This is an optimization exercise on Yosys and OpenROAD, whose aim is small area and a short achievable clock period, not a production implementation.
Function was not checked in any run shown here: the RTL went through the layout flow alone.
Power and IR drop assume default switching activity. No driver is modelled on the clock port, so clocking that relies on it looks cheaper here than on a real chip.

===== flow/config.mk =====
export PLATFORM = sky130hd
export DESIGN_NAME = dynode_readout_top
export DESIGN_NICKNAME = dynode_readout_top
export VERILOG_FILES = /design/flow/design.v
export SDC_FILE = /design/flow/constraint.sdc
export NUM_CORES = 4
export LEC_CHECK = 0
export CAP_MARGIN = 20
export CORE_MARGIN = 2
export CORE_UTILIZATION = 40
export SETUP_SLACK_MARGIN = 3.55
export SLEW_MARGIN = 20

===== flow/constraint.sdc =====
create_clock -name core_clock -period 6.0 [get_ports {clk}]
set_input_delay 1.2000 -clock core_clock [delete_from_list [all_inputs] [get_ports {clk}]]
set_output_delay 1.2000 -clock core_clock [all_outputs]
set_load 0.01 [all_outputs]

===== flow/design.v =====
package dynode_pkg;
   typedef logic [12-1:0] sample_t;      
   typedef logic [8-1:0]    raw_t;         
   typedef logic [24-1:0]   evtime_t;      
   typedef logic [12-1:0] energy_t;      
   typedef logic [16-1:0]   fifo_word_t;
   typedef logic [4-1:0]   link_word_t;
   typedef enum logic [1:0] {
      MODE_ENERGY      = 2'd0,    
      MODE_RAW         = 2'd1,    
      MODE_BLCOR       = 2'd2,    
      MODE_BLCOR_SHORT = 2'd3     
   } readout_mode_t;
   typedef enum logic [2:0] {
      FS_IDLE,
      FS_PREAMBLE,
      FS_NWORDS,
      FS_MASK,
      FS_DATA
   } frame_state_t;
   typedef enum logic [2:0] {
      AL_SETTLE,                  
      AL_CHECK,                   
      AL_SLIP,                    
      AL_WAIT,                    
      AL_HALT                     
   } align_state_t;
   typedef struct packed {
      logic    evt_strobe;        
      evtime_t evt_time;
      logic    ene_load;          
      energy_t energy;
   } event_in_t;
endpackage
`timescale 1ns/1ns
module dynode_readout_top (
   input  logic                clk,
   input  logic                rst,
   input  logic                evt_strobe,
   input  dynode_pkg::evtime_t             evt_time,
   input  logic                ene_load,
   input  dynode_pkg::energy_t             energy,
   input  dynode_pkg::raw_t                raw_sample,
   input  dynode_pkg::sample_t             blcor_sample,
   input  logic                trigger,
   input  logic [1:0]          data_mode,
   input  logic [1:0]          channel_select,
   input  logic [4-1:0]   data_delay_len,
   input  logic                fifo_ren,
   input  dynode_pkg::link_word_t          link_word,
   output logic [8-1:0]  mcu_trigger,
   output logic [12-1:0] event_whole,
   output logic [12-1:0]  event_frac,
   output dynode_pkg::fifo_word_t          fifo_rdata,
   output logic                fifo_not_empty,
   output logic                fifo_nearly_full,
   output logic                bitslip,
   output logic                link_aligned,
   output logic [15:0]         bitslip_count
);
   logic [7:0]  ev_whole_q;
   logic        frame_load;
   logic [11:0] latched_energy;
   always_ff @(posedge clk) begin
      if (rst) begin
         mcu_trigger <= 8'hFF;
         frame_load  <= 1'b0;
      end else begin
         if (!evt_strobe)
            mcu_trigger <= 8'hFF;
         else if (&evt_time[11:6])
            mcu_trigger <= 8'hF8;
         else
            mcu_trigger <= evt_time[11:4];
         frame_load <= ene_load | trigger;
      end
   end
   always_ff @(posedge clk) begin
      ev_whole_q <= evt_time[19:12];
      event_frac <= evt_time[11:0];
   end
   assign event_whole = {4'b0, ev_whole_q};
   always_ff @(posedge clk)
      if (ene_load)
         latched_energy <= energy;
   logic [11:0] blcor_q [15];
   logic [11:0] head_q  [4];
   logic [11:0] prog_q  [16];
   logic [11:0] delayed_sample;
   always_ff @(posedge clk) begin
      blcor_q[0] <= blcor_sample;
      for (int i = 1; i < 15; i++)
         blcor_q[i] <= blcor_q[i-1];
      if (data_mode == 2'd1)
         head_q[0] <= {4'b0, raw_sample};
      else
         head_q[0] <= blcor_q[14];
      for (int i = 1; i < 4; i++)
         head_q[i] <= head_q[i-1];
      prog_q[0] <= head_q[3];
      for (int i = 1; i < 16; i++)
         prog_q[i] <= prog_q[i-1];
      delayed_sample <= prog_q[data_delay_len];
   end
   localparam logic [2:0] FS_IDLE = 3'd0, FS_PREAMBLE = 3'd1, FS_NWORDS = 3'd2,
                          FS_MASK = 3'd3, FS_DATA = 3'd4;
   logic [2:0]  fstate;
   logic [5:0]  words_left;
   logic [5:0]  nwords;
   logic        fifo_wen;
   logic [12:0] fifo_wdata;
   always_comb begin
      case (data_mode)
         2'd0:    nwords = 6'd1;
         2'd3:    nwords = 6'd17;
         default: nwords = 6'd33;
      endcase
   end
   always_ff @(posedge clk) begin
      if (rst) begin
         fstate     <= FS_IDLE;
         fifo_wen   <= 1'b0;
         words_left <= '0;
      end else begin
         case (fstate)
            FS_IDLE: begin
               fifo_wen   <= 1'b0;
               words_left <= nwords;
               if (frame_load)
                  fstate <= FS_PREAMBLE;
            end
            FS_PREAMBLE: begin
               fifo_wen <= 1'b1;
               fstate   <= FS_NWORDS;
            end
            FS_NWORDS: begin
               fifo_wen <= 1'b1;
               fstate   <= FS_MASK;
            end
            FS_MASK: begin
               fifo_wen <= 1'b1;
               fstate   <= FS_DATA;
            end
            FS_DATA: begin
               fifo_wen   <= 1'b1;
               words_left <= words_left - 6'd1;
               if (words_left == 6'd1)
                  fstate <= FS_IDLE;
            end
            default: begin
               fifo_wen <= 1'b0;
               fstate   <= FS_IDLE;
            end
         endcase
      end
   end
   always_ff @(posedge clk) begin
      case (fstate)
         FS_PREAMBLE: fifo_wdata <= 13'h15A5;
         FS_NWORDS:   fifo_wdata <= {7'b0, nwords};
         FS_MASK:     fifo_wdata <= {9'b0, 4'b0001 << channel_select};
         default:     fifo_wdata <= {1'b0, (words_left == 6'd1) ? latched_energy : delayed_sample};
      endcase
   end
   logic [12:0] mem [63];
   logic [5:0]  wr_ptr;                          
   logic [7:0]  rd_hi, rd_lo;                     
   logic [12:0] rd_word;
   logic [6:0]  count;                           
   logic        full_q, le1_q;
   logic [12:0] head_word;
   logic        do_wr, do_rd, head_ld, rd_wrap;
   logic [6:0]  cnt_a;
   assign do_wr   = fifo_wen & ~full_q;
   assign do_rd   = fifo_ren & fifo_not_empty;
   assign cnt_a   = count + {6'b0, do_wr};
   assign head_ld = fifo_ren | ~fifo_not_empty;
   assign rd_wrap = rd_hi[7] & rd_lo[6];          
   always_ff @(posedge clk)
      for (int i = 0; i < 63; i++)
         if (do_wr && wr_ptr == 6'(i))
            mem[i] <= fifo_wdata;
   always_ff @(posedge clk) begin
      if (rst) begin
         wr_ptr           <= '0;
         rd_hi            <= 8'b0000_0001;
         rd_lo            <= 8'b0000_0001;
         count            <= '0;
         fifo_not_empty   <= 1'b0;
         fifo_nearly_full <= 1'b0;
         full_q           <= 1'b0;
         le1_q            <= 1'b1;
      end else begin
         if (do_wr && !(le1_q && head_ld))
            wr_ptr <= (wr_ptr == 6'd62) ? 6'd0 : wr_ptr + 6'd1;
         if (fifo_ren && !le1_q) begin
            rd_lo <= rd_wrap ? 8'b0000_0001 : {rd_lo[6:0], rd_lo[7]};
            if (rd_wrap)
               rd_hi <= 8'b0000_0001;
            else if (rd_lo[7])
               rd_hi <= {rd_hi[6:0], rd_hi[7]};
         end
         if (do_rd) begin
            count            <= cnt_a - 7'd1;
            fifo_not_empty   <= cnt_a >= 7'd2;
            fifo_nearly_full <= cnt_a >= 7'd57;
            full_q           <= 1'b0;
            le1_q            <= cnt_a <= 7'd2;
         end else begin
            count            <= cnt_a;
            fifo_not_empty   <= cnt_a >= 7'd1;
            fifo_nearly_full <= cnt_a >= 7'd56;
            full_q           <= cnt_a == 7'd64;
            le1_q            <= cnt_a <= 7'd1;
         end
      end
   end
   always_comb begin
      rd_word = '0;
      for (int i = 0; i < 63; i++)
         rd_word = rd_word | ({13{rd_hi[i/8] & rd_lo[i%8]}} & mem[i]);
   end
   always_ff @(posedge clk)
      if (head_ld)
         head_word <= le1_q ? fifo_wdata : rd_word;
   assign fifo_rdata = {head_word[12], 1'b0, head_word[12], 1'b0, head_word[11:0]};
   localparam logic [2:0] AL_SETTLE = 3'd0, AL_CHECK = 3'd1, AL_SLIP = 3'd2,
                          AL_WAIT = 3'd3, AL_HALT = 3'd4;
   logic [2:0] astate;
   logic [3:0] cyc_cnt;
   always_ff @(posedge clk) begin
      if (rst) begin
         astate  <= AL_SETTLE;
         cyc_cnt <= '0;
      end else begin
         case (astate)
            AL_SETTLE: begin
               cyc_cnt <= cyc_cnt + 4'd1;
               if (cyc_cnt == 4'd7) begin
                  cyc_cnt <= '0;
                  astate  <= AL_CHECK;
               end
            end
            AL_CHECK:
               astate <= link_word[3] ? AL_HALT : AL_SLIP;
            AL_SLIP: begin
               cyc_cnt <= '0;
               astate  <= AL_WAIT;
            end
            AL_WAIT: begin
               cyc_cnt <= cyc_cnt + 4'd1;
               if (cyc_cnt == 4'd4) begin
                  cyc_cnt <= '0;
                  astate  <= AL_CHECK;
               end
            end
            AL_HALT: begin
               cyc_cnt <= '0;
               if (!link_word[3])
                  astate <= AL_SETTLE;
            end
            default: begin
               cyc_cnt <= '0;
               astate  <= AL_SETTLE;
            end
         endcase
      end
   end
   always_ff @(posedge clk) begin
      if (rst) begin
         bitslip       <= 1'b0;
         link_aligned  <= 1'b0;
         bitslip_count <= '0;
      end else begin
         bitslip      <= (astate == AL_SLIP);
         link_aligned <= (astate == AL_HALT);
         bitslip_count <= bitslip_count + {15'd0, bitslip};
      end
   end
endmodule

===== flow/flow/run.sh =====
#!/bin/bash
set -euo pipefail
export CTS_ARGS="-sink_clustering_enable -repair_clock_nets -sink_clustering_size 30 -sink_clustering_max_diameter 60 -dont_use_dummy_load"
bash standard.sh finish > make_finish.log 2>&1

===== flow/standard.sh =====
#!/bin/bash
# synth_recipe.tcl (not shown) runs the flow's synth.tcl, then flattens the netlist and writes it again
# the make line also repeats each setting of config.mk as NAME=value (left out here)
make -C /OpenROAD-flow-scripts/flow DESIGN_CONFIG=/design/flow/config.mk WORK_HOME=/design/flow/orfs CLKGATE_MAP_FILE= SYNTH_SCRIPT=/design/flow/synth_recipe.tcl "${@:-finish}"

==> impl_metrics.py, run 1 <==
metrics = {
    "yosys": {
        "synth_seq_cells": 1386,
        "yosysUniqueCellTypes": 77,
        "yosys_warnings": 5,
        "synth_edf_count": 844,
        "ys.flop_type": "edfxtp_1",
        "syn_area_um2": 46420,
        "synthArstFlopShare_pct": 0,
        "ys_seq_area_share_pct": 77.98,
        "netlist_instances": 3013,
        "syn_area_per_cell_um2": 15.41,
    },
    "finish": {
        "drive_gt1_share_pct": 16.84,
        "area_growth_pct": 15.40,
        "fin_nets": 3337,
        "postLayoutCoreUtil_pct": 46.72,
    },
    "route": {
        "viasPerCell": 6.087,
        "first_pass_iters": 7,
        "drt_iter0_drc": 4718,
        "drcViolationCount": 0,
        "vias": 28950,
        "antenna_left": 0,
        "wl_per_cell_um": 31.30,
        "drt-total-wl_um": 148800,
    },
    "pwr": {
        "power_frac_comb_pct": 10.3,
        "clkPwrFrac_pct": 31.3,
        "vdd.ir_drop.worst_v": 0.0002444,
        "seqPwrFrac_pct": 58.5,
        "p_switching_mw": 4.632,
        "internal_power_mw": 14.31,
        "power-per-cell-area_nw_per_um2": 353.5,
        "sw_frac_of_total_pct": 24.46,
        "leakagePower_nw": 17.76,
    },
    "outcome": {
        "status": "timing/DRC/antenna clean",
    },
    "critical_path": {
        "path_class": "register to register",
        "cp_top_family": "compound AO/OA/AOI/OAI gates",
        "critPathCaptureType": "register",
        "cp-start-kind": "register",
        "crit_slowest_cell": "a222oi_1",
        "worstPathMaxFanout": 17,
        "r2r_cells": 5,
        "arrival_ps": 3000,
        "path_cells": "buf_8, a22o_1, a222oi_1, and4_4, a32oi_4",
        "rr_endpoint": "head_word[2]",
        "rrSetupSlack_ps": 3330,
        "worstPathRequired_ps": 6330,
        "r2r-start": "rd_lo[4]",
        "worst_path_largest_cell_delay_ps": 990,
        "cp.depth": 5,
        "cp_num_buf_inv": 1,
    },
    "placement": {
        "hpwl_um": 86700,
        "portBuffers": 128,
        "dpl_worst_slack_ps": 2142,
        "gp_congestion": 0.9116,
    },
    "clocking": {
        "cts_num_sinks": 1386,
        "cts.path.max_buffers": 3,
        "cts_tree": "done",
        "clock_latency_ps": 730,
        "clkTransAtPathRegs_ps": 90,
        "cts-root-buf": "clkbuf_16",
        "cts_htree_levels": 3,
        "numCtsBuffers": 99,
    },
    "sta": {
        "fin_tns_setup_ps": 0,
        "slew-limit-headroom_pct": 23.00,
        "fin_ws_ps": 3329,
        "post-route-period-util_pct": 44.52,
        "tightest_slew_ps": 1155,
        "grt_setup_unrepaired": "yes",
        "max_freq_ghz": 0.3743,
        "slew_violations": 0,
        "setup_viol": 0,
        "finalCriticalPeriod_ps": 2671,
        "hold_viol": 0,
        "clock_skew_ps": 106.8,
    },
    "global_route": {
        "grt_start_max_net_pins": 65,
        "grt-ovfl-total": 0,
        "track_usage_pct": 24.50,
        "grt_pass1_wl_um": 205200,
        "grt_pass1_vias": 27140,
        "antenna_found_initial": 6,
    },
    "die": {
        "io_pins": 142,
        "die_h_um": 344.6,
        "start_util_pct": 40.48,
        "rows": 124,
        "die_w_um": 344.6,
        "core-area_um2": 114700,
        "dieArea_um2": 118800,
    },
    "min_path": {
        "hp-start": "blcor_q[3][1]",
        "min_to": "blcor_q[4][1]",
        "hp-class": "register to register",
        "min_path_cells": 0,
    },
    "job": {
        "max_cap_violations": 0,
    },
}
## worst reg2reg max path, stage by stage (launching register included)
cell,delay (ps)
dfxtp_4,380
buf_8,180
a22o_1,240
a222oi_1,990
and4_4,450
a32oi_4,150
## worst max-delay path by stage
stage / end / slack, ps / from
2_1_floorplan: wr_ptr[5] / 3560 / fifo_ren
3_3_place_gp: delayed_sample[1] / 2160 / data_delay_len[3]
3_5_place_dp: delayed_sample[1] / 2140 / data_delay_len[3]
4_1_cts: head_word[2] / 3320 / mem[56][2]
5_1_grt: head_word[2] / 3380 / rd_lo[5]
6_report: head_word[2] / 3330 / rd_lo[4]
## cell families after synthesis
| logic type | share of synthesized area, % |
|---|---|
| AO/OA/AOI/OAI | 11.01 |
| XOR/XNOR | 0.4717 |
| adder cells (fa/ha/maj) | 0.4852 |
| buffers and inverters | 2.469 |
| flip-flops | 77.98 |
| multiplexers | 1.294 |
| other | 0.008079 |
| AND/OR/NAND/NOR | 6.281 |
## layout make-up
| class | instances | area [um2] |
|---|---|---|
| fill | 9797 | 61090 |
| sequential | 1386 | 36290 |
| multi-input combinational | 1395 | 9763 |
| timing repair buffer | 317 | 2939 |
| clock buffer | 99 | 2477 |
| tap | 1512 | 1892 |
| inverter | 46 | 196.4 |
| antenna | 1 | 2.502 |
## placed cells by master, fill, tap and decap left out, types with 14 or more instances in the layout
cell,count
edfxtp_1,844
dfxtp_1,497
a22oi_1,275
nand3_1,154
buf_4,139
nor2_1,135
a21oi_1,102
clkbuf_16,102
nand2_1,71
o22ai_1,61
clkdlybuf4s50_1,61
buf_2,45
a222oi_1,44
o21ai_0,35
inv_1,34
a22o_1,34
a31oi_1,30
dfxtp_2,28
mux2i_1,24
nand4_1,24
nor3_1,23
buf_6,23
mux2_2,22
a32oi_1,20
nor2_2,20
nor2_4,19
ha_1,17
dfxtp_4,17
nor2b_1,15
and3_1,15
buf_12,15
nor4_1,14
## through the flow
step	hold WS [ps]	cell area, um2	std cells	total power, mW
after floorplan	309.6	46460	3018	12.11
after global placement	309.6	49700	4594	13.03
after detailed placement	312.1	49720	4595	13.05
after CTS	294.1	52860	4725	18.89
after global routing	298.3	53560	4755	19.48
final	293.4	53560	4756	18.94
## power groups by stage
stage	Combinational, mW	Sequential (mW)	Clock [mW]
after floorplan	0.733	11.4	0
after global placement	1.71	11.3	0
after detailed placement	1.73	11.3	0
after CTS	1.83	11.1	5.99
after global routing	2.03	11.1	6.34
final	1.95	11.1	5.92
## routing by layer
metal	GRT usage, %	share of wire [%]	vias to the layer above
met5	0	0.0054	-
met4	12.61	5.7	2
li1	-	-	12040
met3	6.607	13	398
met1	32.90	38	14440
met2	36.54	44	2076
## sequential cells by signal (all words and copies together), names as in the netlist, 3 cells and up
signal,count
astate,3
bitslip_count,16
blcor_q,180
count,7
cyc_cnt,4
delayed_sample,12
ev_whole_q,8
event_frac,12
fifo_wdata,13
fstate,3
head_q,48
head_word,13
latched_energy,12
mcu_trigger,8
mem,819
prog_q,192
rd_hi,8
rd_lo,8
words_left,6
wr_ptr,6
## cell usage after synthesis (6+ instances only)
| library cell | instances | share of area, % |
|---|---|---|
| o21ai_0 | 36 | 0.39 |
| a22o_1 | 34 | 0.64 |
| a221oi_1 | 10 | 0.19 |
| nor2b_1 | 22 | 0.30 |
| o22a_1 | 7 | 0.13 |
| buf_1 | 23 | 0.19 |
| edfxtp_1 | 844 | 55 |
| mux2_2 | 22 | 0.53 |
| a222oi_1 | 44 | 0.95 |
| nand2b_1 | 10 | 0.13 |
| buf_6 | 16 | 0.39 |
| buf_2 | 73 | 0.79 |
| xnor2_1 | 12 | 0.23 |
| a32o_1 | 7 | 0.15 |
| buf_4 | 12 | 0.19 |
| clkbuf_1 | 67 | 0.54 |
| o22ai_1 | 64 | 0.86 |
| a211oi_1 | 8 | 0.13 |
| nand2_1 | 76 | 0.61 |
| mux2i_1 | 24 | 0.52 |
| o32a_1 | 6 | 0.13 |
| and2_1 | 9 | 0.12 |
| xor2_1 | 13 | 0.25 |
| inv_1 | 41 | 0.33 |
| nor2_1 | 173 | 1.4 |
| or3_1 | 9 | 0.12 |
| nand4_1 | 24 | 0.32 |
| a32oi_1 | 24 | 0.45 |
| ha_1 | 18 | 0.49 |
| nor3_1 | 28 | 0.30 |
| dfxtp_1 | 542 | 23 |
| a31oi_1 | 31 | 0.42 |
| and3_1 | 15 | 0.20 |
| a21oi_1 | 111 | 1.2 |
| nor4_1 | 28 | 0.38 |
| nand3_1 | 156 | 1.7 |
| a22oi_1 | 279 | 4.5 |
## what timing repair did
item	in CTS	in global routing
gates cloned	1	3
gates resized for setup	358	101
hold buffers	0	0
buffers inserted	30	26
endpoints found under the setup margin	343	187
pin swaps	23	27
==> inputs of run 2 (changes only) <==
--- a/flow/config.mk
+++ b/flow/config.mk
@@ -9,4 +9,4 @@
 export CORE_MARGIN = 2
 export CORE_UTILIZATION = 40
-export SETUP_SLACK_MARGIN = 3.55
+export SETUP_SLACK_MARGIN = 3.75
 export SLEW_MARGIN = 20
==> run 2 against run 1 <==
Register-to-register slack improved by 210 ps. Still clean. Via count grew 3.5%. Sequential power hardly changed. Die area unchanged. Critical path type is now register to output port. Sequential share of layout area down 2.0 points. Combinational power up 7%. Non-clock buffer count is 78 higher. Synthesized cell count did not move. Flip-flop and latch count did not move.
==> impl_metrics.py, run 2 <==
metrics = {
    "outcome": {
        "status": "timing/DRC/antenna clean",
    },
    "route": {
        "drt_iter0_drc": 4803,
        "vias": 29970,
        "drcViolationCount": 0,
        "first_pass_iters": 8,
        "viasPerCell": 6.197,
        "antenna_left": 0,
        "drt-total-wl_um": 154200,
        "wl_per_cell_um": 31.88,
    },
    "sta": {
        "grt_setup_unrepaired": "yes",
        "fin_hold_ws_ps": 293.8,
        "max_freq_ghz": 0.3962,
        "post-route-period-util_pct": 42.07,
        "finalCriticalPeriod_ps": 2524,
        "fin_ws_ps": 3476,
        "slew_violations": 0,
        "tightest_slew_ps": 1109,
        "hold_viol": 0,
        "fin_tns_setup_ps": 0,
        "clock_skew_ps": 121.2,
        "setup_viol": 0,
        "slew-limit-headroom_pct": 26.09,
    },
    "global_route": {
        "use_met2_pct": 38.26,
        "use_met3_pct": 6.459,
        "grt_pass1_vias": 27380,
        "grt.busiest_layer": "met2",
        "antenna_found_initial": 9,
        "grt_pass1_wl_um": 211400,
        "gr-usage-met1_pct": 34.09,
        "grt_start_max_net_pins": 65,
        "grt-ovfl-total": 0,
        "track_usage_pct": 25.37,
    },
    "critical_path": {
        "path_class": "register to output port",
        "crit_slowest_cell": "edfxtp_1",
        "cp-start-kind": "register",
        "cp_top_family": "flip-flops",
        "worstPathRequired_ps": 4800,
        "path_cells": "buf_2",
        "cp_num_buf_inv": 1,
        "worstPathMaxFanout": 2,
        "rrSetupSlack_ps": 3540,
        "arrival_ps": 1320,
        "critPathCaptureType": "output port",
        "worst_path_largest_cell_delay_ps": 490,
    },
    "finish": {
        "area_growth_pct": 18.97,
        "regMostFlops": "mem",
        "regArea_um2": 36310,
        "postLayoutCoreUtil_pct": 48.16,
        "drive_gt1_share_pct": 20.86,
        "finalNonFillerCells": 4836,
        "multi_input_area_um2": 10080,
        "layout_commonest_cell": "edfxtp_1",
        "fin_nets": 3416,
        "final_area_um2": 55220,
        "n_fill_cell": 9683,
        "largest_reg_flops": 819,
        "mostFrequentLayoutCells": "844 x edfxtp_1, 486 x dfxtp_1, 264 x a22oi_1",
        "top_regs": "mem (819), prog_q (192), blcor_q (180)",
    },
    "yosys": {
        "synth_seq_cells": 1386,
        "synth_edf_count": 844,
        "synth_top_area_share_pct": 54.60,
        "synth_top_cells_by_area": "edfxtp_1 55%, dfxtp_1 23%, a22oi_1 4.5%, nand3_1 1.7%, nor2_1 1.4%",
        "netlist_top_cells_count": "844 x edfxtp_1, 542 x dfxtp_1, 279 x a22oi_1",
        "ys_seq_area_share_pct": 77.98,
        "yosys_warnings": 5,
        "syn_area_per_cell_um2": 15.41,
        "ys.flop_type": "edfxtp_1",
        "netlist_instances": 3013,
        "yosysUniqueCellTypes": 77,
        "synth.largest_area_cell": "edfxtp_1",
        "synth_most_common_cell": "edfxtp_1",
        "syn_area_um2": 46420,
        "synthArstFlopShare_pct": 0,
    },
    "clocking": {
        "clock_latency_ps": 740,
        "cts_num_sinks": 1386,
        "cts_htree_levels": 3,
        "cts-root-buf": "clkbuf_16",
        "cts.path.max_buffers": 3,
        "cts_tree": "done",
        "clkTransAtPathRegs_ps": 60,
        "numCtsBuffers": 100,
    },
    "pwr": {
        "post-layout-total-power_mw": 19.09,
        "sw_frac_of_total_pct": 24.48,
        "leakagePower_nw": 18.53,
        "clkPwrFrac_pct": 31.2,
        "vdd.ir_drop.worst_v": 0.0002693,
        "internal_power_mw": 14.42,
        "seqPwrFrac_pct": 58.0,
        "p_switching_mw": 4.673,
        "power_frac_comb_pct": 10.9,
        "power-per-cell-area_nw_per_um2": 345.8,
    },
    "die": {
        "rows": 124,
        "start_util_pct": 40.48,
        "dieArea_um2": 118800,
        "core-area_um2": 114700,
        "io_pins": 142,
        "die_w_um": 344.6,
        "die_h_um": 344.6,
    },
    "job": {
        "max_cap_violations": 0,
    },
    "placement": {
        "portBuffers": 128,
        "dpl_worst_slack_ps": 2030,
        "gp_congestion": 0.9189,
        "hpwl_um": 85250,
        "dp.cells": 4589,
        "dpl_cell_area_um2": 49720,
    },
    "min_path": {
        "hp-class": "register to register",
    },
}
## run 2: cell counts after synthesis
Identical to the previous run, type by type.
## run 2: worst paths after layout
| check | from | to | cells after the start |
|---|---|---|---|
| worst max register to register | le1_q | head_word[5] | 6 |
| worst min register to register | blcor_q[0][0] | blcor_q[1][0] | 0 |
| worst max-delay path | head_word[12] | fifo_rdata[13] | 1 |
| worst min-delay path | blcor_q[0][0] | blcor_q[1][0] | 0 |
## run 2: cell families (layout without fill, tap and decap cells)
group | Yosys count | after routing | synth area share, %
xor+xnor | 25 | 25 | 0.4717
mux | 51 | 51 | 1.294
other cells | 1 | 8 | 0.008079
fa+ha+maj | 18 | 18 | 0.4852
buf+inv | 237 | 541 | 2.469
compound gates | 706 | 706 | 11.01
flops | 1386 | 1386 | 77.98
simple gates | 589 | 589 | 6.281
## run 2: layout make-up
class                      count  area share [%]
sequential                  1386           65.76
tap                         1512           3.426
antenna                        2        0.009063
clock buffer                 100           4.532
inverter                      46          0.4078
timing repair buffer         395           7.611
multi-input combinational   1395           18.25
## run 2: power by group through the flow
stage / Combinational (mW) / Sequential (mW) / Clock (mW)
after floorplan: 0.743 / 11.4 / 0
after global placement: 1.71 / 11.3 / 0
after detailed placement: 1.72 / 11.3 / 0
after CTS: 1.96 / 11.1 / 6.02
after global routing: 2.16 / 11.1 / 6.35
final: 2.08 / 11.1 / 5.95
## run 2: metal layers
layer	wire, um	up-vias
met5	38	-
met4	9514	4
met3	20670	494
met2	67200	2244
met1	56730	14990
li1	-	12240
## run 2: worst reg2reg max path, stage by stage, from the launching register on
cell       delay [ps]
dfxtp_1           460
buf_4             330
a31oi_1           210
nand3_1           150
a311oi_4          460
o2111ai_1         230
o32a_1            430
## run 2: what timing repair did
item / in CTS / in global routing
pin swaps: 51 / 28
gates cloned: 11 / 3
hold buffers: 0 / 0
buffers inserted: 108 / 23
setup endpoints to repair: 491 / 143
gates resized for setup: 543 / 85
==> inputs of run 3 (changes only) <==
==> flow/flow/run.sh (replaced) <==
#!/bin/bash
set -euo pipefail
export BUFFER_PORTS_ARGS="-buffer_cell sky130_fd_sc_hd__buf_1"
export CTS_ARGS="-sink_clustering_enable -repair_clock_nets -sink_clustering_size 30 -sink_clustering_max_diameter 60 -dont_use_dummy_load"
bash standard.sh finish > make_finish.log 2>&1
--- a/flow/config.mk
+++ b/flow/config.mk
@@ -9,4 +9,4 @@
 export CORE_MARGIN = 2
 export CORE_UTILIZATION = 40
-export SETUP_SLACK_MARGIN = 3.75
+export SETUP_SLACK_MARGIN = 3.55
 export SLEW_MARGIN = 20
==> run 3 against run 2 <==
Still clean. First-iteration DRC count is 7.0% lower. Sequential share of layout area is 2.3 points higher. Combinational power is 6% lower. Clock skew is 6.9 ps higher. Sequential power hardly changed. Highest routed layer unchanged.
==> impl_metrics.py, run 3 <==
metrics = {
    "finish": {
        "regMostFlops": "mem",
        "mostFrequentLayoutCells": "844 x edfxtp_1, 501 x dfxtp_1, 276 x a22oi_1",
        "n_fill_cell": 9785,
        "area_growth_pct": 14.93,
        "layout_commonest_cell": "edfxtp_1",
        "drive_gt1_share_pct": 15.95,
        "largest_reg_flops": 819,
        "regArea_um2": 36290,
        "multi_input_area_um2": 9716,
        "finalNonFillerCells": 4783,
        "fin_nets": 3360,
        "top_regs": "mem (819), prog_q (192), blcor_q (180)",
    },
    "die": {
        "rows": 124,
        "die_w_um": 344.6,
        "io_pins": 142,
        "start_util_pct": 40.48,
        "dieArea_um2": 118800,
        "core-area_um2": 114700,
        "die_h_um": 344.6,
    },
    "route": {
        "wl_per_cell_um": 31.03,
        "drcViolationCount": 0,
        "viasPerCell": 6.064,
        "drt-total-wl_um": 148400,
        "drt_iter0_drc": 4466,
        "vias": 29000,
        "first_pass_iters": 8,
        "antenna_left": 0,
    },
    "global_route": {
        "antenna_found_initial": 6,
        "grt_pass1_vias": 26840,
        "grt_pass1_wl_um": 205200,
        "grt-ovfl-total": 0,
        "grt_start_max_net_pins": 79,
        "track_usage_pct": 24.61,
    },
    "pwr": {
        "post-layout-total-power_mw": 18.92,
        "vdd.ir_drop.worst_v": 0.0002677,
        "leakagePower_nw": 17.65,
        "power-per-cell-area_nw_per_um2": 354.7,
    },
    "critical_path": {
        "worstPathRequired_ps": 6370,
        "worstPathMaxFanout": 35,
        "r2r_cells": 8,
        "arrival_ps": 3000,
        "r2r-start": "rd_lo[0]",
        "rr_endpoint": "head_word[10]",
        "rrSetupSlack_ps": 3370,
        "cp-start-kind": "register",
        "critPathCaptureType": "register",
        "path_class": "register to register",
    },
    "sta": {
        "hold_viol": 0,
        "fin_tns_setup_ps": 0,
        "tightest_slew_ps": 1036,
        "slew-limit-headroom_pct": 30.95,
        "slew_violations": 0,
        "max_freq_ghz": 0.3807,
        "clock_skew_ps": 128.1,
        "finalCriticalPeriod_ps": 2627,
        "fin_ws_ps": 3374,
        "grt_setup_unrepaired": "yes",
        "setup_viol": 0,
        "post-route-period-util_pct": 43.78,
    },
    "clocking": {
        "cts_num_sinks": 1386,
        "numCtsBuffers": 100,
        "cts.path.max_buffers": 3,
        "cts_htree_levels": 3,
        "cts_tree": "done",
        "holdBufCountCts": 0,
        "clock_latency_ps": 740,
        "clkTransAtPathRegs_ps": 70,
        "cts-root-buf": "clkbuf_16",
    },
    "yosys": {
        "synth_edf_count": 844,
        "synth_top_area_share_pct": 54.60,
        "syn_area_per_cell_um2": 15.41,
        "yosys_warnings": 5,
        "synthArstFlopShare_pct": 0,
        "synth.largest_area_cell": "edfxtp_1",
        "ys_seq_area_share_pct": 77.98,
        "netlist_instances": 3013,
        "synth_seq_cells": 1386,
        "yosysUniqueCellTypes": 77,
        "netlist_top_cells_count": "844 x edfxtp_1, 542 x dfxtp_1, 279 x a22oi_1",
        "syn_area_um2": 46420,
        "synth_most_common_cell": "edfxtp_1",
        "ys.flop_type": "edfxtp_1",
        "synth_top_cells_by_area": "edfxtp_1 55%, dfxtp_1 23%, a22oi_1 4.5%, nand3_1 1.7%, nor2_1 1.4%",
    },
    "min_path": {
        "min_path_cells": 0,
        "min_to": "head_q[1][7]",
        "hp-class": "register to register",
        "hp-start": "head_q[0][7]",
    },
    "placement": {
        "dpl_worst_slack_ps": 2422,
        "portBuffers": 128,
        "hpwl_um": 84650,
        "gp_congestion": 0.9110,
        "dp.cells": 4585,
    },
    "outcome": {
        "status": "timing/DRC/antenna clean",
    },
    "job": {
        "max_cap_violations": 0,
    },
}
## run 3: final cells by class
type                    count  share of cell area [%]
diodes                      5                 0.02345
flip-flops and latches   1386                   68.03
well taps                1512                   3.546
multi-input cells        1395                   18.21
repair buffers            339                   5.108
clock buffers             100                   4.691
inverters                  46                  0.3917
## run 3: worst max-delay path, stage by stage, from the launching register on
cell and delay, ps:
dfxtp_4 380, buf_4 150, buf_4 140, buf_12 170
a22oi_1 220, a21oi_1 230, or4_1 580, nor3_1 190
a32oi_2 210
## run 3: logic make-up (layout without fill, tap and decap cells)
family                     count (synthesis)  count (layout)  share of synthesized area (%)
DFF                                     1386            1386                          77.98
AOI/OAI and AO/OA                        706             706                          11.01
and+or+nand+nor                          589             589                          6.281
buffers and inverters                    237             485                          2.469
muxes                                     51              51                          1.294
xor gates and xnor gates                  25              25                         0.4717
adders and majority gates                 18              18                         0.4852
other                                      1              11                       0.008079
## run 3: worst max path at each step
stage	endpoint	from	depth (start not counted)	slack, ps
floorplan	wr_ptr[5]	fifo_ren	6	3560
global placement	delayed_sample[4]	data_delay_len[3]	7	2400
detailed placement	delayed_sample[4]	data_delay_len[3]	7	2420
CTS	head_word[3]	rd_hi[4]	6	3270
global route	head_word[10]	rd_lo[0]	8	3370
finish	head_word[10]	rd_lo[0]	8	3370
## run 3: routing by layer
layer / share of wire (%) / routed length, um / global-route usage, % / vias up
met5: 0.026 / 39 / 0 / -
met4: 6.1 / 8988 / 13.55 / 8
met3: 13 / 18660 / 6.827 / 446
met2: 44 / 64870 / 36.55 / 1959
met1: 38 / 55880 / 32.71 / 14500
li1: - / - / - / 12090
## run 3: power breakdown
| group | switching [mW] | leakage, nW | internal, mW | total [mW] |
|---|---|---|---|---|
| Combinational | 1.39 | 4.17 | 0.560 | 1.95 |
| Sequential | 0.202 | 12.2 | 10.8 | 11.0 |
| Clock | 3.02 | 1.23 | 2.92 | 5.94 |
## run 3: repair_timing
item	CTS	global route
pin swaps	24	24
endpoints found under the setup margin	378	77
resized for setup	185	56
buffers inserted	75	10
gates cloned	7	0
## run 3: through the flow
stage                     hold WS [ps]  util, %  instance area [um2]
after floorplan                  309.6        -                46460
after global placement           309.6    42.59                48830
after detailed placement         312.1    42.61                48850
after CTS                        275.6    46.22                52990
after global routing             275.6    46.52                53330
final                            278.9    46.53                53340
==> inputs of run 4 (changes only) <==
--- a/flow/design.v
+++ b/flow/design.v
@@ -86,5 +86,6 @@
    logic [11:0] blcor_q [15];
    logic [11:0] head_q  [4];
-   logic [11:0] prog_q  [16];
+   logic [11:0] prog_q  [17];
+   logic [3:0]  dly_len_q;
    logic [11:0] delayed_sample;
    always_ff @(posedge clk) begin
@@ -99,7 +100,12 @@
          head_q[i] <= head_q[i-1];
       prog_q[0] <= head_q[3];
-      for (int i = 1; i < 16; i++)
+      for (int i = 1; i < 17; i++)
          prog_q[i] <= prog_q[i-1];
-      delayed_sample <= prog_q[data_delay_len];
+      dly_len_q <= data_delay_len;
+   end
+   always_comb begin
+      delayed_sample = '0;
+      for (int i = 0; i < 16; i++)
+         delayed_sample = delayed_sample | ({12{dly_len_q == 4'(i)}} & prog_q[i+1]);
    end
    localparam logic [2:0] FS_IDLE = 3'd0, FS_PREAMBLE = 3'd1, FS_NWORDS = 3'd2,
@@ -164,5 +170,5 @@
    end
    logic [12:0] mem [63];
-   logic [5:0]  wr_ptr;                          
+   logic [7:0]  wr_hi, wr_lo;                     
    logic [7:0]  rd_hi, rd_lo;                     
    logic [12:0] rd_word;
@@ -170,5 +176,5 @@
    logic        full_q, le1_q;
    logic [12:0] head_word;
-   logic        do_wr, do_rd, head_ld, rd_wrap;
+   logic        do_wr, do_rd, head_ld, rd_wrap, wr_wrap;
    logic [6:0]  cnt_a;
    assign do_wr   = fifo_wen & ~full_q;
@@ -177,11 +183,13 @@
    assign head_ld = fifo_ren | ~fifo_not_empty;
    assign rd_wrap = rd_hi[7] & rd_lo[6];          
+   assign wr_wrap = wr_hi[7] & wr_lo[6];
    always_ff @(posedge clk)
       for (int i = 0; i < 63; i++)
-         if (do_wr && wr_ptr == 6'(i))
+         if (do_wr && wr_hi[i/8] && wr_lo[i%8])
             mem[i] <= fifo_wdata;
    always_ff @(posedge clk) begin
       if (rst) begin
-         wr_ptr           <= '0;
+         wr_hi            <= 8'b0000_0001;
+         wr_lo            <= 8'b0000_0001;
          rd_hi            <= 8'b0000_0001;
          rd_lo            <= 8'b0000_0001;
@@ -192,6 +200,11 @@
          le1_q            <= 1'b1;
       end else begin
-         if (do_wr && !(le1_q && head_ld))
-            wr_ptr <= (wr_ptr == 6'd62) ? 6'd0 : wr_ptr + 6'd1;
+         if (do_wr && !(le1_q && head_ld)) begin
+            wr_lo <= wr_wrap ? 8'b0000_0001 : {wr_lo[6:0], wr_lo[7]};
+            if (wr_wrap)
+               wr_hi <= 8'b0000_0001;
+            else if (wr_lo[7])
+               wr_hi <= {wr_hi[6:0], wr_hi[7]};
+         end
          if (fifo_ren && !le1_q) begin
             rd_lo <= rd_wrap ? 8'b0000_0001 : {rd_lo[6:0], rd_lo[7]};
--- a/flow/config.mk
+++ b/flow/config.mk
@@ -9,4 +9,4 @@
 export CORE_MARGIN = 2
 export CORE_UTILIZATION = 40
-export SETUP_SLACK_MARGIN = 3.55
+export SETUP_SLACK_MARGIN = 3.75
 export SLEW_MARGIN = 20
==> run 4 against run 3 <==
Total power increased by 0.84%. Flip-flop and latch count up 14. Sequential share of layout area decreased by 0.73 points. Fmax shrank 0.88%. Largest power group unchanged. Non-clock buffer count increased by 15. Still clean on timing, DRC and antenna. Design area grew 2.0%. Sequential power about the same. Via count rose by 2.5%. Clock skew decreased by 26 ps. Count of clock-buffer cells in the layout fell by 1. Die area rose by 0.26%.
==> impl_metrics.py, run 4 <==
metrics = {
    "sta": {
        "fin_tns_setup_ps": 0,
        "fin_hold_ws_ps": 246.7,
        "clock_skew_ps": 101.6,
        "setup_viol": 0,
        "slew_violations": 0,
        "grt_setup_unrepaired": "yes",
        "max_freq_ghz": 0.3774,
        "finalCriticalPeriod_ps": 2650,
        "slew-limit-headroom_pct": 16.35,
        "post-route-period-util_pct": 44.16,
        "hold_viol": 0,
        "tightest_slew_ps": 1255,
    },
    "die": {
        "dieArea_um2": 119100,
        "start_util_pct": 40.21,
        "core-area_um2": 115700,
        "die_h_um": 345.1,
        "io_pins": 142,
        "die_w_um": 345.1,
        "rows": 125,
    },
    "yosys": {
        "yosys_warnings": 5,
        "ys.flop_type": "edfxtp_1",
        "synth_compound_area_share_pct": 11.43,
        "ys_seq_area_share_pct": 78.37,
        "synth_top_area_share_pct": 54.46,
        "synth_top_cells_by_area": "edfxtp_1 54%, dfxtp_1 24%, a22oi_1 4.5%, nand3_1 1.6%, a222oi_1 1.2%",
        "muxShareOfSynthArea_pct": 1.046,
        "synth_most_common_cell": "edfxtp_1",
        "synth_seq_cells": 1400,
        "synthAdderAreaFrac_pct": 0.3764,
        "syn_area_um2": 46540,
        "synth_xor_area_share_pct": 0.4140,
        "netlist_top_cells_count": "844 x edfxtp_1, 556 x dfxtp_1, 278 x a22oi_1",
        "synth.largest_area_cell": "edfxtp_1",
        "synth_top_family_by_area": "compound AO/OA/AOI/OAI gates",
        "syn_area_per_cell_um2": 15.51,
        "synth_simple_gate_area_share_pct": 6.181,
        "synthArstFlopShare_pct": 0,
        "yosysUniqueCellTypes": 74,
        "synth_edf_count": 844,
        "netlist_instances": 3000,
    },
    "clocking": {
        "holdBufCountCts": 0,
        "cts_tree": "done",
        "clkTransAtPathRegs_ps": 90,
        "cts.path.max_buffers": 3,
        "cts-root-buf": "clkbuf_16",
        "numCtsBuffers": 99,
        "clock_latency_ps": 720,
        "cts_htree_levels": 3,
        "cts_num_sinks": 1400,
    },
    "finish": {
        "n_fill_cell": 9923,
        "finalNonFillerCells": 4788,
        "layout_commonest_cell": "edfxtp_1",
        "area_growth_pct": 16.89,
        "largest_reg_flops": 819,
        "fin_nets": 3354,
        "regMostFlops": "mem",
        "antenna_cells": 0,
        "top_regs": "mem (819), prog_q (204), blcor_q (180)",
        "mostFrequentLayoutCells": "844 x edfxtp_1, 496 x dfxtp_1, 272 x a22oi_1",
        "drive_gt1_share_pct": 19.52,
    },
    "critical_path": {
        "cp-start-kind": "register",
        "arrival_ps": 3060,
        "worstPathRequired_ps": 6410,
        "path_class": "register to register",
        "critPathCaptureType": "register",
        "path_cells": "inv_1, buf_6, a21oi_1, or4_4, nor4_4, a32oi_2",
        "crit_slowest_cell": "nor4_4",
        "cp_top_family": "simple AND/OR/NAND/NOR gates",
        "worst_path_largest_cell_delay_ps": 610,
        "cp_num_buf_inv": 2,
        "worstPathMaxFanout": 16,
    },
    "route": {
        "drcViolationCount": 0,
        "antenna_left": 0,
        "drt_iter0_drc": 5184,
        "drt-total-wl_um": 153000,
        "viasPerCell": 6.209,
        "wl_per_cell_um": 31.96,
        "vias": 29730,
        "first_pass_iters": 9,
    },
    "placement": {
        "hpwl_um": 85290,
        "dp.cells": 4563,
        "gp_congestion": 0.9420,
        "portBuffers": 128,
    },
    "min_path": {
        "hp-class": "register to register",
    },
    "global_route": {
        "antenna_found_initial": 4,
        "grt-ovfl-total": 0,
        "track_usage_pct": 24.76,
        "grt_pass1_vias": 27850,
        "grt_pass1_wl_um": 210800,
        "grt_start_max_net_pins": 65,
    },
    "outcome": {
        "status": "timing/DRC/antenna clean",
    },
    "pwr": {
        "leakagePower_nw": 18.18,
        "power-per-cell-area_nw_per_um2": 350.7,
        "vdd.ir_drop.worst_v": 0.0002626,
    },
    "job": {
        "max_cap_violations": 0,
    },
}
==> run 4: cell types whose count changed after synthesis, sizes merged, moves of 13 or more <==
cell and delta:
and3 +65, dfxtp +14, o21ai +13, buf -24, nor2 -77, a22o -15, clkbuf +30
==> run 4: worst reg2reg max path, cell delays in order, from the launching register on <==
cell and delay [ps]:
dfxtp_4 450, inv_1 130, buf_6 280, a21oi_1 120
or4_4 570, nor4_4 610, a32oi_2 220
==> run 4: report_power, final <==
part           total (mW)  switching [mW]  internal, mW
Clock                5.94            3.04          2.90
Sequential           11.2           0.228          11.0
Combinational        1.96            1.40         0.553
==> run 4: logic make-up after synthesis <==
logic type | after synthesis
DFF | 1400
AOI/OAI and AO/OA | 728
and+or+nand+nor | 548
buffers and inverters | 242
muxes | 45
xor gates and xnor gates | 22
adders and majority gates | 14
other | 1
==> run 4: worst paths after layout <==
kind             startpoint        endpoint  slack (ps)  cells past startpoint
max                rd_lo[3]    head_word[7]        3350                      6
min          blcor_q[11][8]  blcor_q[12][8]         250                      0
max reg2reg        rd_lo[3]    head_word[7]        3350                      6
min reg2reg  blcor_q[11][8]  blcor_q[12][8]         250                      0
==> run 4: per-layer routing <==
metal	GRT usage (%)	vias to the layer above	routed length (um)	share of wire (%)
met5	0	-	25	0.016
li1	-	12180	-	-
met3	7.701	463	21600	14
met2	36.47	2201	65150	43
met4	12.30	4	9163	6.0
met1	33.13	14880	57070	37
==> run 4: stage by stage <==
step	worst slack (ps)	util [%]	cell area, um2	power [mW]
after global placement	2632	42.33	49000	13.05
after floorplan	3655	-	46590	12.25
after CTS	3355	46.17	53430	19.03
after global routing	3358	47.00	54400	19.61
final	3350	47.00	54400	19.08
after detailed placement	2630	42.34	49000	13.09
==> run 4: repair_timing <==
| item | 4_1_cts | 5_1_grt |
|---|---|---|
| endpoints found under the setup margin | 793 | 237 |
| pin swaps | 36 | 56 |
| cloned | 9 | 4 |
| buffers inserted | 68 | 43 |
| hold endpoints to repair | 0 | 0 |
| resized for setup | 295 | 113 |
==> run 4: layout make-up <==
type	count	area, um2	share of cell area, %
tap	1524	1907	3.505
multi-input combinational	1366	9958	18.31
inverter	45	232.7	0.4278
timing repair buffer	354	3218	5.916
sequential	1400	36610	67.29
clock buffer	99	2477	4.554
==> inputs of run 5 (changes only) <==
==> flow/flow/run.sh (replaced) <==
#!/bin/bash
set -euo pipefail
export BUFFER_PORTS_ARGS="-buffer_cell sky130_fd_sc_hd__buf_1"
export CTS_ARGS="-sink_clustering_enable -repair_clock_nets -sink_clustering_size 30 -sink_clustering_max_diameter 100 -dont_use_dummy_load"
bash standard.sh finish > make_finish.log 2>&1
==> run 5 against run 4 <==
Utilization fell by 0.89 points. Total power fell by 7.9%. Clock skew increased by 4.4 ps. Final cell count is 0.54% lower. Critical path depth rose by 2. Worst hold slack lost 8.8 ps. Critical path type unchanged. Sequential power about the same. Still clean. Wire length up 0.23%. Global-route usage about the same. Largest power group unchanged. Register-to-register slack got worse by 20 ps. Count of clock-buffer cells in the layout down 45.
==> impl_metrics.py, run 5 <==
metrics = {
    "die": {
        "die_h_um": 345.1,
        "start_util_pct": 40.21,
        "rows": 125,
        "die_w_um": 345.1,
        "dieArea_um2": 119100,
        "core-area_um2": 115700,
        "io_pins": 142,
    },
    "clocking": {
        "holdBufCountCts": 0,
        "cts.path.max_buffers": 3,
        "cts_num_sinks": 1400,
        "numCtsBuffers": 54,
        "clock_latency_ps": 740,
        "cts_htree_levels": 2,
        "cts-root-buf": "clkbuf_16",
        "clkTransAtPathRegs_ps": 120,
        "cts_tree": "done",
    },
    "yosys": {
        "syn_area_per_cell_um2": 15.51,
        "ys_seq_area_share_pct": 78.37,
        "synth_most_common_cell": "edfxtp_1",
        "synth.largest_area_cell": "edfxtp_1",
        "synth_seq_cells": 1400,
        "yosys_warnings": 5,
        "synth_top_area_share_pct": 54.46,
        "ys.flop_type": "edfxtp_1",
        "synth_top_cells_by_area": "edfxtp_1 54%, dfxtp_1 24%, a22oi_1 4.5%, nand3_1 1.6%, a222oi_1 1.2%",
        "yosysUniqueCellTypes": 74,
        "synthArstFlopShare_pct": 0,
        "netlist_instances": 3000,
        "netlist_top_cells_count": "844 x edfxtp_1, 556 x dfxtp_1, 278 x a22oi_1",
        "syn_area_um2": 46540,
        "synth_edf_count": 844,
    },
    "critical_path": {
        "cp-start-kind": "register",
        "arrival_ps": 3070,
        "crit_end": "head_word[1]",
        "rrSetupSlack_ps": 3330,
        "path_class": "register to register",
        "cp-startpoint": "rd_hi[1]",
        "worstPathRequired_ps": 6400,
        "r2r-start": "rd_hi[1]",
        "r2r_cells": 8,
        "critPathCaptureType": "register",
        "rr_endpoint": "head_word[1]",
        "worstPathMaxFanout": 5,
    },
    "sta": {
        "clock_skew_ps": 106.0,
        "setup_viol": 0,
        "slew_violations": 0,
        "fin_tns_setup_ps": 0,
        "hold_viol": 0,
        "tightest_slew_ps": 1208,
        "post-route-period-util_pct": 44.50,
        "grt_setup_unrepaired": "yes",
        "finalCriticalPeriod_ps": 2670,
        "slew-limit-headroom_pct": 19.44,
        "max_freq_ghz": 0.3745,
    },
    "finish": {
        "n_fill_cell": 10040,
        "drive_gt1_share_pct": 19.04,
        "layout_commonest_cell": "edfxtp_1",
        "regMostFlops": "mem",
        "largest_reg_flops": 819,
        "top_regs": "mem (819), prog_q (204), blcor_q (180)",
        "fin_nets": 3326,
        "final_area_um2": 53370,
        "mostFrequentLayoutCells": "844 x edfxtp_1, 496 x dfxtp_1, 268 x a22oi_1",
        "area_growth_pct": 14.67,
        "finalNonFillerCells": 4762,
    },
    "min_path": {
        "hp-class": "register to register",
    },
    "global_route": {
        "grt_pass1_wl_um": 211000,
        "grt_start_max_net_pins": 65,
        "track_usage_pct": 24.75,
        "antenna_found_initial": 6,
        "grt_pass1_vias": 27530,
        "grt-ovfl-total": 0,
    },
    "route": {
        "antenna_left": 0,
        "drt-total-wl_um": 153400,
        "drcViolationCount": 0,
        "drt_iter0_drc": 5017,
        "vias": 29650,
        "first_pass_iters": 8,
        "viasPerCell": 6.227,
        "wl_per_cell_um": 32.21,
    },
    "pwr": {
        "p_switching_mw": 4.436,
        "sw_frac_of_total_pct": 25.23,
        "vdd.ir_drop.worst_v": 0.0002067,
        "post-layout-total-power_mw": 17.58,
        "clkPwrFrac_pct": 25.1,
        "power-per-cell-area_nw_per_um2": 329.4,
        "internal_power_mw": 13.14,
        "power_frac_comb_pct": 11.4,
        "seqPwrFrac_pct": 63.5,
        "leakagePower_nw": 17.69,
    },
    "placement": {
        "portBuffers": 128,
        "dpl_cell_area_um2": 49000,
        "hpwl_um": 85290,
        "gp_congestion": 0.9420,
        "dp.cells": 4563,
    },
    "outcome": {
        "status": "timing/DRC/antenna clean",
    },
    "job": {
        "max_cap_violations": 0,
    },
}
==> run 5: changes by cell type in the layout (fill, tap and decap cells not counted), moves of 3 or more <==
| cell | before | now |
|---|---|---|
| a22oi_1 | 272 | 268 |
| a22oi_2 | 6 | 10 |
| buf_12 | 20 | 24 |
| buf_4 | 150 | 172 |
| buf_6 | 46 | 42 |
| buf_8 | 17 | 14 |
| clkbuf_16 | 103 | 57 |
| dfxtp_2 | 37 | 34 |
| dfxtp_4 | 23 | 26 |
| nor2b_2 | 5 | 8 |
==> run 5: how the worst min path moves through the flow <==
stage,startpoint,to,cells after the start
2_1_floorplan,blcor_q[9][0],blcor_q[10][0],0
3_3_place_gp,blcor_q[8][6],blcor_q[9][6],0
3_5_place_dp,blcor_q[9][2],blcor_q[10][2],0
4_1_cts,blcor_q[13][6],blcor_q[14][6],0
5_1_grt,blcor_q[13][2],blcor_q[14][2],0
6_report,blcor_q[13][2],blcor_q[14][2],0
==> run 5: layout make-up <==
| type | count | area [um2] | area share, % |
|---|---|---|---|
| diodes | 2 | 5.005 | 0.009378 |
| clock buffers | 54 | 1351 | 2.532 |
| multi-input cells | 1366 | 9940 | 18.62 |
| flip-flops and latches | 1400 | 36620 | 68.61 |
| inverters | 45 | 224.0 | 0.4197 |
| repair buffers | 371 | 3327 | 6.234 |
| well taps | 1524 | 1907 | 3.573 |
==> run 5: critical path, cell delays in order, from the launching register on <==
cell	delay (ps)
dfxtp_4	390
buf_4	140
buf_12	140
buf_12	140
a222oi_1	550
o22ai_2	290
nor3_4	250
nor4b_4	280
a31oi_2	160
==> run 5: power groups by stage <==
stage               combinational [mW]  sequential [mW]  clock [mW]
floorplan                        0.731             11.5           0
global placement                  1.67             11.4           0
detailed placement                1.70             11.4           0
CTS                               1.89             11.2        4.46
global route                      2.08             11.2        4.76
finish                            2.01             11.2        4.41
==> run 5: logic make-up (layout without fill, tap and decap cells) <==
logic type,count (synthesis),in the layout,share of synthesized area (%)
buffers and inverters,242,470,2.175
other,1,8,0.008058
xor gates and xnor gates,22,22,0.4140
AOI/OAI and AO/OA,728,728,11.43
muxes,45,45,1.046
and+or+nand+nor,548,551,6.181
adders and majority gates,14,14,0.3764
DFF,1400,1400,78.37
==> run 5: what timing repair did <==
item | 4_1_cts | 5_1_grt
endpoints found under the setup margin | 770 | 294
pin swaps | 51 | 51
setup buffers | 99 | 30
resized for setup | 300 | 100
hold endpoints to repair | 0 | 0
cloned | 9 | 4
==> run 5: per-stage QoR <==
| step | worst slack (ps) | hold slack (ps) | util [%] |
|---|---|---|---|
| final | 3330 | 237.9 | 46.11 |
| after global routing | 3372 | 258.5 | 46.11 |
| after detailed placement | 2630 | 312.1 | 42.34 |
| after CTS | 3394 | 251.4 | 45.48 |
| after global placement | 2632 | 309.7 | 42.33 |
| after floorplan | 3655 | 309.6 | - |
==> run 5: routing by layer <==
metal / up-vias / wire length (um) / part of all wire, % / GRT usage [%]
met5: - / 54 / 0.035 / 0
met4: 8 / 9196 / 6.0 / 11.68
met3: 434 / 21360 / 14 / 6.974
met2: 2222 / 65270 / 43 / 36.76
met1: 14870 / 57480 / 37 / 33.60
li1: 12120 / - / - / -
==> inputs of run 6 (changes only) <==
--- a/flow/design.v
+++ b/flow/design.v
@@ -175,5 +175,5 @@
    logic [6:0]  count;                           
    logic        full_q, le1_q;
-   logic [12:0] head_word;
+   logic [12:0] head_word;                      
    logic        do_wr, do_rd, head_ld, rd_wrap, wr_wrap;
    logic [6:0]  cnt_a;
@@ -234,7 +234,13 @@
          rd_word = rd_word | ({13{rd_hi[i/8] & rd_lo[i%8]}} & mem[i]);
    end
-   always_ff @(posedge clk)
-      if (head_ld)
-         head_word <= le1_q ? fifo_wdata : rd_word;
+   logic [12:0] head_keep, head_next;
+   logic        keep_ld;
+   assign head_next = le1_q ? fifo_wdata : rd_word;
+   assign keep_ld   = head_ld & (fifo_not_empty | fifo_wen);
+   always_ff @(posedge clk) begin
+      if (keep_ld)
+         head_keep <= head_next;
+      head_word <= head_ld ? head_next : head_keep;
+   end
    assign fifo_rdata = {head_word[12], 1'b0, head_word[12], 1'b0, head_word[11:0]};
    localparam logic [2:0] AL_SETTLE = 3'd0, AL_CHECK = 3'd1, AL_SLIP = 3'd2,
==> flow/flow/run.sh (replaced) <==
#!/bin/bash
set -euo pipefail
export BUFFER_PORTS_ARGS="-buffer_cell sky130_fd_sc_hd__buf_1"
export CTS_ARGS="-sink_clustering_enable -repair_clock_nets -sink_clustering_size 30 -sink_clustering_max_diameter 60 -dont_use_dummy_load"
bash standard.sh finish > make_finish.log 2>&1
--- a/flow/config.mk
+++ b/flow/config.mk
@@ -9,4 +9,4 @@
 export CORE_MARGIN = 2
 export CORE_UTILIZATION = 40
-export SETUP_SLACK_MARGIN = 3.75
+export SETUP_SLACK_MARGIN = 3.9
 export SLEW_MARGIN = 20
==> run 6 against run 5 <==
Still clean on timing, DRC and antenna. Clock power is 35% higher. Sequential power hardly changed. Count of clock-buffer cells in the layout is 45 higher. Critical path depth stayed put. Worst setup slack better by 97 ps. Fmax is 3.8% higher. Synthesized cell count is 1.5% higher. Combinational power is 24% higher. Area after synthesis is 0.93% higher. Utilization is 2.7 points higher. Via count is 3.3% higher. Critical path type unchanged. Critical endpoint is now head_word[12]. Highest routed layer unchanged.
==> impl_metrics.py, run 6 <==
metrics = {
    "yosys": {
        "synth_top_family_by_area": "compound AO/OA/AOI/OAI gates",
        "synth_seq_cells": 1413,
        "synth_top_area_share_pct": 53.96,
        "synthArstFlopShare_pct": 0,
        "syn_area_per_cell_um2": 15.42,
        "netlist_instances": 3046,
        "synth_xor_area_share_pct": 0.4661,
        "ys_seq_area_share_pct": 78.21,
        "synth_most_common_cell": "edfxtp_1",
        "synth_compound_area_share_pct": 11.18,
        "ys.flop_type": "edfxtp_1",
        "syn_area_um2": 46970,
        "synth_top_cells_by_area": "edfxtp_1 54%, dfxtp_1 24%, a22oi_1 5.0%, nand3_1 1.6%, a21oi_1 1.2%",
        "synth.largest_area_cell": "edfxtp_1",
        "synth_edf_count": 844,
        "yosys_warnings": 5,
        "muxShareOfSynthArea_pct": 1.508,
        "netlist_top_cells_count": "844 x edfxtp_1, 569 x dfxtp_1, 314 x a22oi_1",
        "synth_simple_gate_area_share_pct": 5.956,
        "yosysUniqueCellTypes": 70,
        "synthAdderAreaFrac_pct": 0.3729,
    },
    "die": {
        "start_util_pct": 40.37,
        "core-area_um2": 116400,
        "die_h_um": 346.7,
        "rows": 125,
        "die_w_um": 346.7,
        "io_pins": 142,
        "dieArea_um2": 120200,
    },
    "finish": {
        "area_growth_pct": 20.84,
        "largest_reg_flops": 819,
        "mostFrequentLayoutCells": "844 x edfxtp_1, 503 x dfxtp_1, 269 x a22oi_1",
        "regMostFlops": "mem",
        "drive_gt1_share_pct": 25.07,
        "fin_nets": 3492,
        "top_regs": "mem (819), prog_q (204), blcor_q (180)",
        "layout_commonest_cell": "edfxtp_1",
    },
    "clocking": {
        "clkTransAtPathRegs_ps": 100,
        "cts.path.max_buffers": 3,
        "clock_latency_ps": 760,
        "cts_tree": "done",
        "cts-root-buf": "clkbuf_16",
        "numCtsBuffers": 99,
        "cts_num_sinks": 1413,
        "cts_htree_levels": 3,
    },
    "global_route": {
        "grt-ovfl-total": 0,
        "grt_pass1_vias": 28330,
        "grt_start_max_net_pins": 77,
        "grt_pass1_wl_um": 217400,
        "antenna_found_initial": 2,
        "track_usage_pct": 25.51,
    },
    "sta": {
        "post-route-period-util_pct": 42.88,
        "slew-limit-headroom_pct": 36.31,
        "fin_tns_setup_ps": 0,
        "tightest_slew_ps": 955.4,
        "clock_skew_ps": 109.1,
        "max_freq_ghz": 0.3887,
        "grt_setup_unrepaired": "yes",
        "hold_viol": 0,
        "slew_violations": 0,
        "setup_viol": 0,
        "finalCriticalPeriod_ps": 2573,
    },
    "critical_path": {
        "r2r-start": "rd_lo[1]",
        "rrSetupSlack_ps": 3430,
        "critPathCaptureType": "register",
        "cp-startpoint": "rd_lo[1]",
        "rr_endpoint": "head_word[12]",
        "cp-start-kind": "register",
        "worstPathRequired_ps": 6570,
        "crit_end": "head_word[12]",
        "arrival_ps": 3140,
        "worstPathMaxFanout": 6,
        "r2r_cells": 8,
        "path_class": "register to register",
    },
    "route": {
        "viasPerCell": 6.217,
        "drcViolationCount": 0,
        "first_pass_iters": 6,
        "wl_per_cell_um": 32.32,
        "antenna_left": 0,
        "drt-total-wl_um": 159300,
        "vias": 30640,
        "drt_iter0_drc": 5467,
    },
    "pwr": {
        "post-layout-total-power_mw": 19.78,
        "power-per-cell-area_nw_per_um2": 348.5,
        "vdd.ir_drop.worst_v": 0.0002782,
        "leakagePower_nw": 19.12,
    },
    "placement": {
        "hpwl_um": 84520,
        "portBuffers": 128,
        "gp_congestion": 0.8979,
    },
    "min_path": {
        "hp-class": "register to register",
        "hp-start": "blcor_q[0][9]",
    },
    "job": {
        "max_cap_violations": 0,
    },
    "outcome": {
        "status": "timing/DRC/antenna clean",
    },
}
-- run 6: cell count changes after synthesis, moves of 14 or more --
cell	delta
a222oi_1	-34
a22o_1	+17
a22oi_1	+36
a32oi_1	-14
buf_1	-15
buf_2	+22
clkbuf_1	-14
o22ai_1	+19
-- run 6: layout make-up --
class / count / area (um2)
fill: 9721 / 59600
sequential: 1413 / 36870
multi-input combinational: 1400 / 10770
timing repair buffer: 446 / 4498
clock buffer: 99 / 2477
tap: 1524 / 1907
inverter: 44 / 232.7
antenna: 3 / 7.507
-- run 6: layer usage --
layer	vias up	global-route usage [%]	routed length (um)
met5	-	0	59
met4	2	14.06	10590
met3	543	8.111	24200
met2	2488	36.67	66760
met1	15180	34.22	57710
li1	12430	-	-
-- run 6: cell families (layout without fill, tap and decap cells) --
group                      Yosys count  after routing
muxes                               60             60
DFF                               1413           1413
adders and majority gates           14             14
AOI/OAI and AO/OA                  741            741
buffers and inverters              241            589
xor gates and xnor gates            25             25
other                                1              9
and+or+nand+nor                    551            554
-- run 6: repair_timing --
item,CTS,global route
resized for setup,465,122
pin swaps,74,64
setup buffers,137,40
cloned,19,5
hold buffers,0,0
endpoints found under the setup margin,931,259
-- run 6: worst min-delay path by stage --
stage	depth (start not counted)	endpoint	slack, ps
after floorplan	0	blcor_q[10][0]	310
after global placement	0	blcor_q[1][2]	310
after detailed placement	0	blcor_q[10][5]	310
after CTS	0	blcor_q[1][9]	270
after global routing	0	blcor_q[1][9]	280
final	0	blcor_q[1][9]	270
-- run 6: critical path, stage by stage (launching register included) --
cell and delay, ps:
dfxtp_4 400, buf_4 180, clkbuf_16 160, a22o_1 210, a221oi_2 240, o22ai_1 210
nor4_4 460, a32oi_2 260, mux2_2 320
-- run 6: where the power goes --
group | total (mW) | switching (mW) | leakage [nW] | internal, mW
Combinational | 2.50 | 1.63 | 5.45 | 0.865
Sequential | 11.3 | 0.213 | 12.4 | 11.1
Clock | 5.97 | 3.07 | 1.22 | 2.90
Total | 19.8 | 4.91 | 19.1 | 14.9
-- run 6: stage by stage --
| step | cell area, um2 | hold slack (ps) | worst slack, ps | cells | util [%] |
|---|---|---|---|---|---|
| after CTS | 55750 | 272.6 | 3566 | 4881 | 47.91 |
| final | 56760 | 267.0 | 3427 | 4929 | 48.78 |
| after floorplan | 47150 | 309.6 | 3578 | 3051 | - |
| after global placement | 49560 | 310.1 | 2638 | 4625 | 42.59 |
| after global routing | 56760 | 283.3 | 3489 | 4928 | 48.78 |
| after detailed placement | 49580 | 312.1 | 2673 | 4626 | 42.61 |
==> inputs of run 7 (changes only) <==
--- a/flow/config.mk
+++ b/flow/config.mk
@@ -9,4 +9,4 @@
 export CORE_MARGIN = 2
 export CORE_UTILIZATION = 40
-export SETUP_SLACK_MARGIN = 3.9
+export SETUP_SLACK_MARGIN = 3.75
 export SLEW_MARGIN = 20
==> run 7 against run 6 <==
Clock skew decreased by 36 ps. Area after synthesis unchanged. Non-clock buffer count fell by 10. Critical path depth shrank 1. Via count increased by 0.24%. Die area stayed put. Register-to-register slack better by 80 ps. Global-route usage shrank 0.15 points. Largest cell class unchanged. Highest routed layer unchanged.
==> impl_metrics.py, run 7 <==
metrics = {
    "job": {
        "max_cap_violations": 0,
    },
    "clocking": {
        "cts-root-buf": "clkbuf_16",
        "numCtsBuffers": 91,
        "cts_htree_levels": 3,
        "cts_tree": "done",
        "clkTransAtPathRegs_ps": 100,
        "cts.path.max_buffers": 3,
    },
    "placement": {
        "dpl_cell_area_um2": 49510,
        "hpwl_um": 84860,
        "portBuffers": 128,
    },
    "yosys": {
        "synth.largest_area_cell": "edfxtp_1",
        "synth_seq_cells": 1413,
        "ys.flop_type": "edfxtp_1",
        "syn_area_per_cell_um2": 15.42,
        "synth_compound_area_share_pct": 11.18,
        "yosysUniqueCellTypes": 70,
        "netlist_instances": 3046,
        "synth_xor_area_share_pct": 0.4661,
        "muxShareOfSynthArea_pct": 1.508,
        "synth_top_area_share_pct": 53.96,
        "ys_seq_area_share_pct": 78.21,
        "synth_top_cells_by_area": "edfxtp_1 54%, dfxtp_1 24%, a22oi_1 5.0%, nand3_1 1.6%, a21oi_1 1.2%",
        "synthAdderAreaFrac_pct": 0.3729,
        "syn_area_um2": 46970,
    },
    "pwr": {
        "clkPwrFrac_pct": 29.5,
        "power-per-cell-area_nw_per_um2": 343.2,
        "p_switching_mw": 4.815,
        "seqPwrFrac_pct": 58.6,
        "power_frac_comb_pct": 11.9,
        "internal_power_mw": 14.54,
        "post-layout-total-power_mw": 19.36,
        "sw_frac_of_total_pct": 24.87,
    },
    "finish": {
        "finalNonFillerCells": 4909,
        "top_regs": "mem (819), prog_q (204), blcor_q (180)",
        "area_growth_pct": 20.07,
        "largest_reg_flops": 819,
        "layout_commonest_cell": "edfxtp_1",
        "drive_gt1_share_pct": 23.76,
        "fin_nets": 3474,
        "mostFrequentLayoutCells": "844 x edfxtp_1, 508 x dfxtp_1, 275 x a22oi_1",
        "final_area_um2": 56400,
    },
    "critical_path": {
        "path_class": "register to register",
        "path_cells": "buf_12, a222oi_1, nor2_2, a2111oi_4, nand3_1, o22a_1, mux2_4",
        "worstPathRequired_ps": 6560,
        "cp-start-kind": "register",
        "critPathCaptureType": "register",
        "arrival_ps": 3060,
    },
    "sta": {
        "fin_hold_ws_ps": 280.2,
        "max_freq_ghz": 0.4003,
        "slew_violations": 0,
        "finalCriticalPeriod_ps": 2498,
        "tightest_slew_ps": 929.7,
        "post-route-period-util_pct": 41.63,
        "setup_viol": 0,
    },
    "route": {
        "first_pass_iters": 12,
        "antenna_left": 0,
        "drcViolationCount": 0,
        "drt_iter0_drc": 5137,
        "drt-total-wl_um": 161600,
        "wl_per_cell_um": 32.92,
        "vias": 30720,
    },
    "global_route": {
        "antenna_found_initial": 4,
        "grt_start_max_net_pins": 78,
        "grt_pass1_wl_um": 215400,
        "grt-ovfl-total": 0,
    },
    "die": {
        "die_h_um": 346.7,
        "start_util_pct": 40.37,
        "core-area_um2": 116400,
        "io_pins": 142,
        "die_w_um": 346.7,
    },
    "outcome": {
        "status": "timing/DRC/antenna clean",
    },
}
run 7: cell counts after synthesis:
No cell type changed its count.
run 7: worst max-delay path, delay by kind of cell, from the launching register on:
family | cells | cell delay, ps
AO/OA/AOI/OAI | 3 | 1070
flip-flops | 1 | 430
AND/OR/NAND/NOR | 2 | 360
multiplexers | 1 | 270
buffers and inverters | 1 | 200
run 7: cells by family (layout without fill, tap and decap cells):
group / after synthesis / in the layout
other: 1 / 7
and+or+nand+nor: 551 / 554
xor gates and xnor gates: 25 / 25
buffers and inverters: 241 / 571
AOI/OAI and AO/OA: 741 / 741
adders and majority gates: 14 / 14
DFF: 1413 / 1413
muxes: 60 / 60
run 7: cell type report:
| cell class | count | area, um2 |
|---|---|---|
| antenna | 1 | 2.502 |
| clock buffer | 91 | 2277 |
| fill | 9721 | 59960 |
| inverter | 44 | 225.2 |
| multi-input combinational | 1400 | 10650 |
| sequential | 1413 | 36860 |
| tap | 1524 | 1907 |
| timing repair buffer | 436 | 4477 |
run 7: path summary, 6_finish.rpt:
| check | start | end | slack [ps] | cells past startpoint |
|---|---|---|---|---|
| worst max register to register | rd_lo[7] | head_word[3] | 3500 | 7 |
| worst min-delay path | blcor_q[0][11] | blcor_q[1][11] | 280 | 0 |
| worst max-delay path | rd_lo[7] | head_word[3] | 3500 | 7 |
| worst min register to register | blcor_q[0][11] | blcor_q[1][11] | 280 | 0 |
run 7: routing by layer:
layer	global-route usage, %	share of wire [%]
met1	33.28	36
met2	37.03	42
met3	8.657	16
met4	13.60	6.2
met5	0	0.12
run 7: power groups by stage:
stage	Sequential (mW)	Clock (mW)	Combinational [mW]
global placement	11.5	0	1.74
finish	11.3	5.72	2.31
detailed placement	11.5	0	1.76
global route	11.4	6.10	2.38
floorplan	11.7	0	0.784
CTS	11.3	5.77	2.06
run 7: through the flow:
stage	utilization (%)	worst slack (ps)
after floorplan	-	3578
after global placement	42.54	2718
after detailed placement	42.55	2697
after CTS	47.03	3589
after global routing	48.47	3487
final	48.47	3502
run 7: what timing repair did:
| item | CTS | global route |
|---|---|---|
| hold buffers | 0 | 0 |
| gates cloned | 23 | 11 |
| pin swaps | 57 | 77 |
| gates resized for setup | 371 | 160 |
| buffers inserted | 93 | 70 |
| endpoints found under the setup margin | 808 | 210 |

Re-timed with assumed drivers on the ports (clkbuf_16 on the clock, buf_2 on other inputs), run 7 has 3.502 ns of setup slack against 3.502 ns with ideal ports, and 3.086 ns once port delays also move by the mid clock arrival of 0.744 ns.
